This is an optimization exercise on Yosys and OpenROAD, whose aim is small area and a short achievable clock period, not a production implementation.
The RTL of this run was laid out without a check of its function.
The flow treats the clock pin as an ideal source, which a real chip does not have.
Power and IR drop assume default switching activity.

`flow/constraint.sdc`:
```
create_clock -name core_clock -period 6.5 [get_ports {clk}]
set_input_delay 1.3000 -clock core_clock [delete_from_list [all_inputs] [get_ports {clk}]]
set_output_delay 1.3000 -clock core_clock [all_outputs]
set_load 0.01 [all_outputs]
```
`flow/config.mk`:
```
export PLATFORM = sky130hd
export DESIGN_NAME = dma_desc_sched
export DESIGN_NICKNAME = dma_desc_sched
export VERILOG_FILES = /design/flow/design.v
export SDC_FILE = /design/flow/constraint.sdc
export NUM_CORES = 4
export LEC_CHECK = 0
export CAP_MARGIN = 20
export CORE_MARGIN = 2
export CORE_UTILIZATION = 55
export SETUP_SLACK_MARGIN = 4.0
export SLEW_MARGIN = 20
```
`flow/flow/run.sh`:
```
#!/bin/bash
# Standard ORFS layout with plain buffers on the ports and a two-level clock tree built by
# flow/cts_pre.tcl (with flow/mcts_gen.py) in place of TritonCTS.
set -euo pipefail
export BUFFER_PORTS_ARGS="-buffer_cell sky130_fd_sc_hd__buf_1"
export PRE_CTS_TCL="$PWD/flow/cts_pre.tcl"
bash standard.sh > standard.log 2>&1
```
`flow/design.v`:
```
module dma_desc_sched #(
    parameter int NUM_CH = 4,
    parameter int DESC_DEPTH = 4,
    parameter int ALIGN_CHECK = 1,
    localparam int CW = (NUM_CH > 1) ? $clog2(NUM_CH) : 1,
    localparam int PW = $clog2(DESC_DEPTH),
    localparam int DW = 96,
    localparam int EW = 35,
    localparam int OffsetWidth = 2
) (
    input  logic                 clk,
    input  logic                 rst,
    input  logic [NUM_CH-1:0]    push_valid_i,
    input  logic [NUM_CH*DW-1:0] push_desc_i,
    output logic [NUM_CH-1:0]    push_ready_o,
    output logic                 eng_valid_o,
    input  logic                 eng_ready_i,
    output logic [DW-1:0]        eng_desc_o,
    output logic [CW-1:0]        eng_ch_o,
    input  logic                 eng_done_i,
    input  logic [EW-1:0]        eng_err_i,
    input  logic [NUM_CH-1:0]    clr_i,
    output logic [NUM_CH-1:0]    ch_active_o,
    output logic [NUM_CH-1:0]    ch_done_o,
    output logic [NUM_CH-1:0]    ch_err_o,
    output logic [EW-1:0]        err_info_o,
    output logic                 irq_o
);
    localparam int SW = 96;    
    localparam int LW = 92;    
    logic [SW-1:0]     r_mem [16];
    logic [3:0]        r_wen [4];     
    logic [3:0]        r_wen_n [4];   
    logic [3:0]        r_rp [4];      
    logic [3:0]        r_cnt [4];     
    logic              r_idle, r_issue, r_wait;
    logic [3:0]        r_ptr;         
    logic [1:0]        r_ch;
    logic [3:0]        r_ch1h;        
    logic [LW-1:0]     r_desc;
    logic [3:0]        r_done, r_err;
    logic [31:0]       r_err_addr;
    logic [1:0]        r_err_src;
    logic [3:0]        r_ready, r_active;
    logic              r_errany, r_irq;
    logic [SW-1:0]     w_enc [4];
    always_comb begin
        for (int c = 0; c < 4; c++) begin
            logic [95:0] d;
            logic sb;
            d = push_desc_i[c*DW +: DW];
            sb = d[65:64] != 2'b00;
            w_enc[c] = {d[95:66], d[63:34], d[31:0], sb ? d[65:64] : d[33:32], sb, d[31:0] == 32'd0};
        end
    end
    always_ff @(posedge clk) begin
        for (int c = 0; c < 4; c++)
            for (int i = 0; i < 4; i++)
                r_mem[c*4 + i] <= (w_enc[c] & {SW{r_wen[c][i]}}) | (r_mem[c*4 + i] & {SW{r_wen_n[c][i]}});
    end
    logic [SW-1:0]     w_head [4];
    logic [3:0]        w_hzero, w_hbad;
    always_comb begin
        for (int c = 0; c < 4; c++) begin
            w_head[c] = '0;
            for (int i = 0; i < 4; i++)
                w_head[c] = w_head[c] | (r_mem[c*4 + i] & {SW{r_rp[c][i]}});
            w_hzero[c] = w_head[c][0];
            w_hbad[c] = w_head[c][3:2] != 2'b00;
        end
    end
    logic [3:0] w_gsel, w_ne;
    always_comb begin
        for (int c = 0; c < 4; c++) w_ne[c] = r_cnt[c][0];
        for (int c = 0; c < 4; c++)
            w_gsel[c] = w_ne[c] && (r_ptr[c] ||
                        (r_ptr[(c+3)%4] && !w_ne[(c+3)%4]) ||
                        (r_ptr[(c+2)%4] && !w_ne[(c+2)%4] && !w_ne[(c+3)%4]) ||
                        (r_ptr[(c+1)%4] && !w_ne[(c+1)%4] && !w_ne[(c+2)%4] && !w_ne[(c+3)%4]));
    end
    logic [3:0] w_ldc, w_errc, w_errc_s, w_errc_d, w_zc, w_pop;
    logic       w_ld, w_perr, w_pick;
    always_comb begin
        for (int c = 0; c < 4; c++) begin
            w_pop[c] = r_idle && w_gsel[c];
            w_ldc[c] = w_pop[c] && !w_hzero[c] && !w_hbad[c];
            w_errc[c] = w_pop[c] && !w_hzero[c] && w_hbad[c];
            w_errc_s[c] = w_errc[c] && w_head[c][1];
            w_errc_d[c] = w_errc[c] && !w_head[c][1];
            w_zc[c] = w_pop[c] && w_hzero[c];
        end
        w_ld = |w_ldc;
        w_perr = |w_errc;
        w_pick = r_idle && (|w_ne);
    end
    logic [LW-1:0] w_desc_nx;
    logic [31:0]   w_paddr;
    always_comb begin
        w_desc_nx = r_desc & {LW{!w_ld}};
        w_paddr = '0;
        for (int c = 0; c < 4; c++) begin
            w_desc_nx = w_desc_nx | (w_head[c][95:4] & {LW{w_ldc[c]}});
            w_paddr = w_paddr | ({w_head[c][95:66], w_head[c][3:2]} & {32{w_errc_s[c]}})
                              | ({w_head[c][65:36], w_head[c][3:2]} & {32{w_errc_d[c]}});
        end
    end
    logic       w_e, w_d;
    logic [3:0] w_wc;                      
    assign w_e = eng_err_i[34];
    assign w_d = eng_done_i;
    assign w_wc = r_ch1h & {4{r_wait}};
    logic [3:0] w_cnt_nx [4];
    logic [3:0] w_rp_nx [4];
    logic [3:0] w_wen_nx [4];
    logic [3:0] w_ready_nx, w_active_nx, w_done_nx, w_err_nx;
    always_comb begin
        for (int c = 0; c < 4; c++) begin
            logic [3:0] wp, cnt_psh, cnt_nop, wen_psh, wen_nop, rp_kept;
            logic       pv, ef, full_psh, full_nop, keep_active;
            pv = push_valid_i[c] && r_ready[c];
            ef = w_wc[c] && w_e;                  
            wp = r_cnt[c][3] ? r_rp[c] : r_wen[c];
            cnt_psh = w_errc[c] ? 4'b0000 : w_pop[c] ? r_cnt[c] : {r_cnt[c][2:0], 1'b1};
            cnt_nop = w_errc[c] ? 4'b0000 : w_pop[c] ? {1'b0, r_cnt[c][3:1]} : r_cnt[c];
            full_psh = !w_errc[c] && !w_pop[c] && r_cnt[c][2];
            full_nop = !w_errc[c] && !w_pop[c] && r_cnt[c][3];
            wen_psh = w_errc[c] ? wp : full_psh ? 4'b0000 : {wp[2:0], wp[3]};
            wen_nop = w_errc[c] ? wp : full_nop ? 4'b0000 : wp;
            rp_kept = w_errc[c] ? wp : w_pop[c] ? {r_rp[c][2:0], r_rp[c][3]} : r_rp[c];
            keep_active = w_ldc[c] || (r_issue && r_ch1h[c]);
            w_cnt_nx[c] = ef ? 4'b0000 : pv ? cnt_psh : cnt_nop;
            w_wen_nx[c] = ef ? wp : pv ? wen_psh : wen_nop;
            w_rp_nx[c] = ef ? wp : rp_kept;
            w_err_nx[c] = w_errc[c] || ef || (r_err[c] && !clr_i[c]);
            w_done_nx[c] = w_zc[c] || (w_wc[c] && !w_e && w_d) || (r_done[c] && !clr_i[c]);
            w_ready_nx[c] = !(w_errc[c] || ef || (r_err[c] && !clr_i[c]) || (pv ? full_psh : full_nop));
            w_active_nx[c] = !ef && ((pv ? cnt_psh[0] : cnt_nop[0]) || keep_active || (w_wc[c] && !w_d));
        end
    end
    logic w_issue_nx, w_wait_nx, w_idle_nx, w_irq_nx, w_errany_nx;
    logic [3:0] w_ch1h_nx;
    always_comb begin
        w_issue_nx = w_ld || (r_issue && !eng_ready_i);
        w_wait_nx = (r_issue && eng_ready_i) || (r_wait && !w_e && !w_d);
        w_idle_nx = (r_idle && !w_ld) || (r_wait && (w_e || w_d));
        w_ch1h_nx = w_ld ? w_ldc : r_ch1h;
        w_irq_nx = (|w_zc) || w_perr || (r_wait && (w_e || w_d)) || (|((r_done | r_err) & ~clr_i));
        w_errany_nx = w_perr || (r_wait && w_e) || (|(r_err & ~clr_i));
    end
    always_ff @(posedge clk) begin
        if (rst) begin
            r_idle <= 1'b1;
            r_issue <= 1'b0;
            r_wait <= 1'b0;
            r_ptr <= 4'b0001;
            r_ch <= '0;
            r_ch1h <= 4'b0001;
            r_desc <= '0;
            r_done <= '0;
            r_err <= '0;
            r_err_addr <= '0;
            r_err_src <= '0;
            r_ready <= 4'hf;
            r_active <= '0;
            r_errany <= 1'b0;
            r_irq <= 1'b0;
            for (int c = 0; c < 4; c++) begin
                r_wen[c] <= 4'b0001;
                r_wen_n[c] <= 4'b1110;
                r_rp[c] <= 4'b0001;
                r_cnt[c] <= '0;
            end
        end else begin
            r_idle <= w_idle_nx;
            r_issue <= w_issue_nx;
            r_wait <= w_wait_nx;
            if (w_pick) r_ptr <= {w_gsel[2:0], w_gsel[3]};
            r_ch1h <= w_ch1h_nx;
            r_ch <= {w_ch1h_nx[3] | w_ch1h_nx[2], w_ch1h_nx[3] | w_ch1h_nx[1]};
            r_desc <= w_desc_nx;
            r_done <= w_done_nx;
            r_err <= w_err_nx;
            if (r_wait && w_e) begin
                r_err_addr <= eng_err_i[31:0];
                r_err_src <= eng_err_i[33:32];
            end else if (w_perr) begin
                r_err_addr <= w_paddr;
                r_err_src <= 2'd3;
            end
            r_errany <= w_errany_nx;
            r_irq <= w_irq_nx;
            r_ready <= w_ready_nx;
            r_active <= w_active_nx;
            for (int c = 0; c < 4; c++) begin
                r_cnt[c] <= w_cnt_nx[c];
                r_rp[c] <= w_rp_nx[c];
                r_wen[c] <= w_wen_nx[c];
                r_wen_n[c] <= ~w_wen_nx[c];
            end
        end
    end
    assign push_ready_o = r_ready;
    assign eng_valid_o = r_issue;
    assign eng_desc_o = {r_desc[91:62], 2'b00, r_desc[61:32], 2'b00, r_desc[31:0]};
    assign eng_ch_o = r_ch;
    assign ch_active_o = r_active;
    assign ch_done_o = r_done;
    assign ch_err_o = r_err;
    assign err_info_o = {r_errany, r_err_src, r_err_addr};
    assign irq_o = r_irq;
endmodule
```
`flow/flow/cts_pre.tcl`:
```
# Clock tree built in place of TritonCTS: the clock port drives NROOT root clkbuf_16 cells,
# each drives a group of leaf clkbuf_16 cells, and each leaf drives a cluster of nearby
# flip-flop clock pins. Every flip-flop is reached through exactly two buffers, so the tree
# is balanced; it has one level fewer than the H-tree TritonCTS builds for this design.
set mcts_dir [file dirname [file normalize [info script]]]
set mcts_block [ord::get_db_block]
set mcts_clk [$mcts_block findNet clk]
set mcts_sinks $::env(OBJECTS_DIR)/mcts_sinks.txt
set mcts_tcl $::env(OBJECTS_DIR)/mcts_build.tcl
set f [open $mcts_sinks w]
foreach it [$mcts_clk getITerms] {
  set inst [$it getInst]
  set bb [$inst getBBox]
  puts $f "[$inst getName] CLK [expr {([$bb xMin]+[$bb xMax])/2}] [expr {([$bb yMin]+[$bb yMax])/2}] [[$inst getMaster] getName]"
}
close $f
puts [exec /usr/bin/python3 $mcts_dir/mcts_gen.py $mcts_sinks $mcts_tcl 68 4 2>@1]
source $mcts_tcl
puts "manual clock tree: [llength [$mcts_clk getITerms]] cells on the clock port net"

# cts.tcl calls clock_tree_synthesis next; the tree is already built, so only mark the
# clock as propagated, as clock_tree_synthesis does.
rename clock_tree_synthesis mcts_unused_clock_tree_synthesis
proc clock_tree_synthesis {args} {
  puts "clock_tree_synthesis skipped: manual clock tree in place"
  set_propagated_clock [all_clocks]
}
```
`flow/flow/mcts_gen.py`:
```
#!/usr/bin/env python3
"""Cluster the clock sinks and write a Tcl script that builds a two-level clock tree:
clk port -> NROOT root clkbuf_16 -> NLEAF leaf clkbuf_16 -> flip-flop clock pins."""
import sys, random, math
sinks_file, out_tcl, nleaf, nroot = sys.argv[1], sys.argv[2], int(sys.argv[3]), int(sys.argv[4])
S = []
for line in open(sinks_file):
    p = line.split()
    if len(p) < 5: continue
    S.append((p[0], float(p[2]), float(p[3])))

def kmeans(pts, k, iters=30, cap=None, seed=1):
    rnd = random.Random(seed)
    cent = [pts[i][1:3] for i in rnd.sample(range(len(pts)), k)]
    for _ in range(iters):
        # capacity-limited greedy assignment: points sorted by distance-to-best
        groups = [[] for _ in range(k)]
        if cap is None:
            for p in pts:
                j = min(range(k), key=lambda j: (p[1]-cent[j][0])**2 + (p[2]-cent[j][1])**2)
                groups[j].append(p)
        else:
            pairs = sorted(((p[1]-c[0])**2 + (p[2]-c[1])**2, i, j) for i, p in enumerate(pts) for j, c in enumerate(cent))
            done = set(); cnt = [0]*k
            for d, i, j in pairs:
                if i in done or cnt[j] >= cap: continue
                done.add(i); cnt[j] += 1; groups[j].append(pts[i])
        newc = []
        for j, g in enumerate(groups):
            if g: newc.append((sum(p[1] for p in g)/len(g), sum(p[2] for p in g)/len(g)))
            else: newc.append(cent[j])
        cent = newc
    return cent, groups

cap = math.ceil(len(S)/nleaf*1.08)
lc, lg = kmeans(S, nleaf, cap=cap)
L = [("leaf%d" % j, lc[j][0], lc[j][1]) for j in range(nleaf) if lg[j]]
rc, rg = kmeans(L, nroot, cap=math.ceil(len(L)/nroot))
with open(out_tcl, "w") as f:
    f.write("set block [ord::get_db_block]\n")
    f.write("set m [[ord::get_db] findMaster sky130_fd_sc_hd__clkbuf_16]\n")
    f.write("set clknet [$block findNet clk]\n")
    f.write("proc mkbuf {name x y} {\n  global block m\n  set i [odb::dbInst_create $block $m $name]\n"
            "  $i setLocation [expr {int($x)}] [expr {int($y)}]\n  $i setPlacementStatus PLACED\n  return $i\n}\n")
    for r in range(nroot):
        if not rg[r]: continue
        f.write(f"set r [mkbuf mcts_root_{r} {rc[r][0]-5000} {rc[r][1]-1360}]\n")
        f.write(f"[$r findITerm A] connect $clknet\n")
        f.write(f"set rn [odb::dbNet_create $block mcts_rootnet_{r}]\n$rn setSigType CLOCK\n[$r findITerm X] connect $rn\n")
        for (name, x, y) in rg[r]:
            j = int(name[4:])
            f.write(f"set l [mkbuf mcts_leaf_{j} {x-5000} {y-1360}]\n[$l findITerm A] connect $rn\n")
            f.write(f"set ln [odb::dbNet_create $block mcts_leafnet_{j}]\n$ln setSigType CLOCK\n[$l findITerm X] connect $ln\n")
            for (inst, sx, sy) in lg[j]:
                f.write("set it [[$block findInst {%s}] findITerm CLK]\n$it disconnect\n$it connect $ln\n" % inst)
print("leaves", len(L), "cap", cap, "sizes", sorted(len(g) for g in lg), "roots", [len(g) for g in rg], file=sys.stderr)
```
`flow/standard.sh`:
```
#!/bin/bash
# synth_recipe.tcl (not shown) runs the flow's synth.tcl, then flattens the netlist and writes it again
# the make line also repeats each setting of config.mk as NAME=value (left out here)
make -C /OpenROAD-flow-scripts/flow DESIGN_CONFIG=/design/flow/config.mk WORK_HOME=/design/flow/orfs CLKGATE_MAP_FILE= SYNTH_SCRIPT=/design/flow/synth_recipe.tcl "${@:-finish}"
```
==> impl_results.md <==
* Gp weighted congestion at between 0.9 and 1
* Halt Stage: 4_1_cts
* #FFs+latches synth at 1757
* Number of synthesized flops with an enable pin at 0
* Die width at 348.9 µm
* Cell Area, Synth at 65430 µm²
* Die Height at 348.9 µm
* Final HPWL from detailed placement at approximately 180 mm
* IO Port Bufs at 577
* FP Rows at roughly 130
* IO Pins at 582
* Log Error: Error: cts.tcl, 6 can't read "block": no such variable
* Yosys Warn Count at 11
* FFs w/ async S/R, synth at 0
* Starting Density at 0.5541
* Ys flop type: dfxtp_1
* Syn Area/Cell at around 11 µm²
* Seq/Total Area, Yosys at 0.5375
* Status: did not finish
* Dpl ws at 2.735 ns
* Netlist cell types at 63
* Cell count after synthesis at ~6.1k
* Placed instance area at about 70000 µm²
-- how the worst max path moves through the flow --
stage                      to  cells past startpoint  slack, ns          start
3_5_place_dp       r_rp[1][3]                      7       2.73  eng_err_i[34]
2_1_floorplan   r_wen_n[1][3]                      7       3.95  eng_err_i[34]
3_3_place_gp   r_err_addr[25]                      8       2.80     r_rp[3][3]
-- stage by stage --
stage / power [mW] / cells / utilization
detailed placement: 31.19 / 7708 / 0.5778
global placement: 30.93 / 7703 / 0.5774
floorplan: 25.72 / 6129 / -
-- logic make-up after synthesis --
logic type,after synthesis,share of synthesized area
compound gates,2934,0.3656
buf+inv,681,0.04008
flops,1757,0.5375
mux,61,0.009752
other cells,1,0.00005731
simple gates,692,0.04692
-- cells in the mapped netlist, drive strengths merged, types with 4 or more instances --
library cell,instances,area [µm²]
nand2,326,1224
a22oi,341,2560
o21ai,96,484.2
a21o,18,135.1
and3,25,156.4
o22ai,120,750.7
dfxtp,1757,35170
a2111oi,30,262.8
o211ai,21,157.7
o21ba,4,40.04
nor2,151,571.8
or2,7,43.79
a21oi,126,630.6
nor2b,6,37.54
a222oi,4,40.04
nor4,35,249.0
nor3,63,320.3
a211o,11,96.34
buf,152,636.8
or3,8,50.05
clkbuf,510,1914
a31oi,50,319.1
a32oi,4,35.03
inv,19,71.31
mux2,22,247.7
mux2i,39,390.4
nand3,32,160.2
o2bb2ai,5,43.79
a221oi,246,2167
and2,9,56.30
a22o,1778,15570
a211oi,57,427.9
nand4,13,81.33
nand2b,10,62.56
-- power groups by stage --
stage                     clock network, mW  logic [mW]  registers, mW
after detailed placement                  0        12.5           18.7
after global placement                    0        12.3           18.7
after floorplan                           0        8.47           17.3
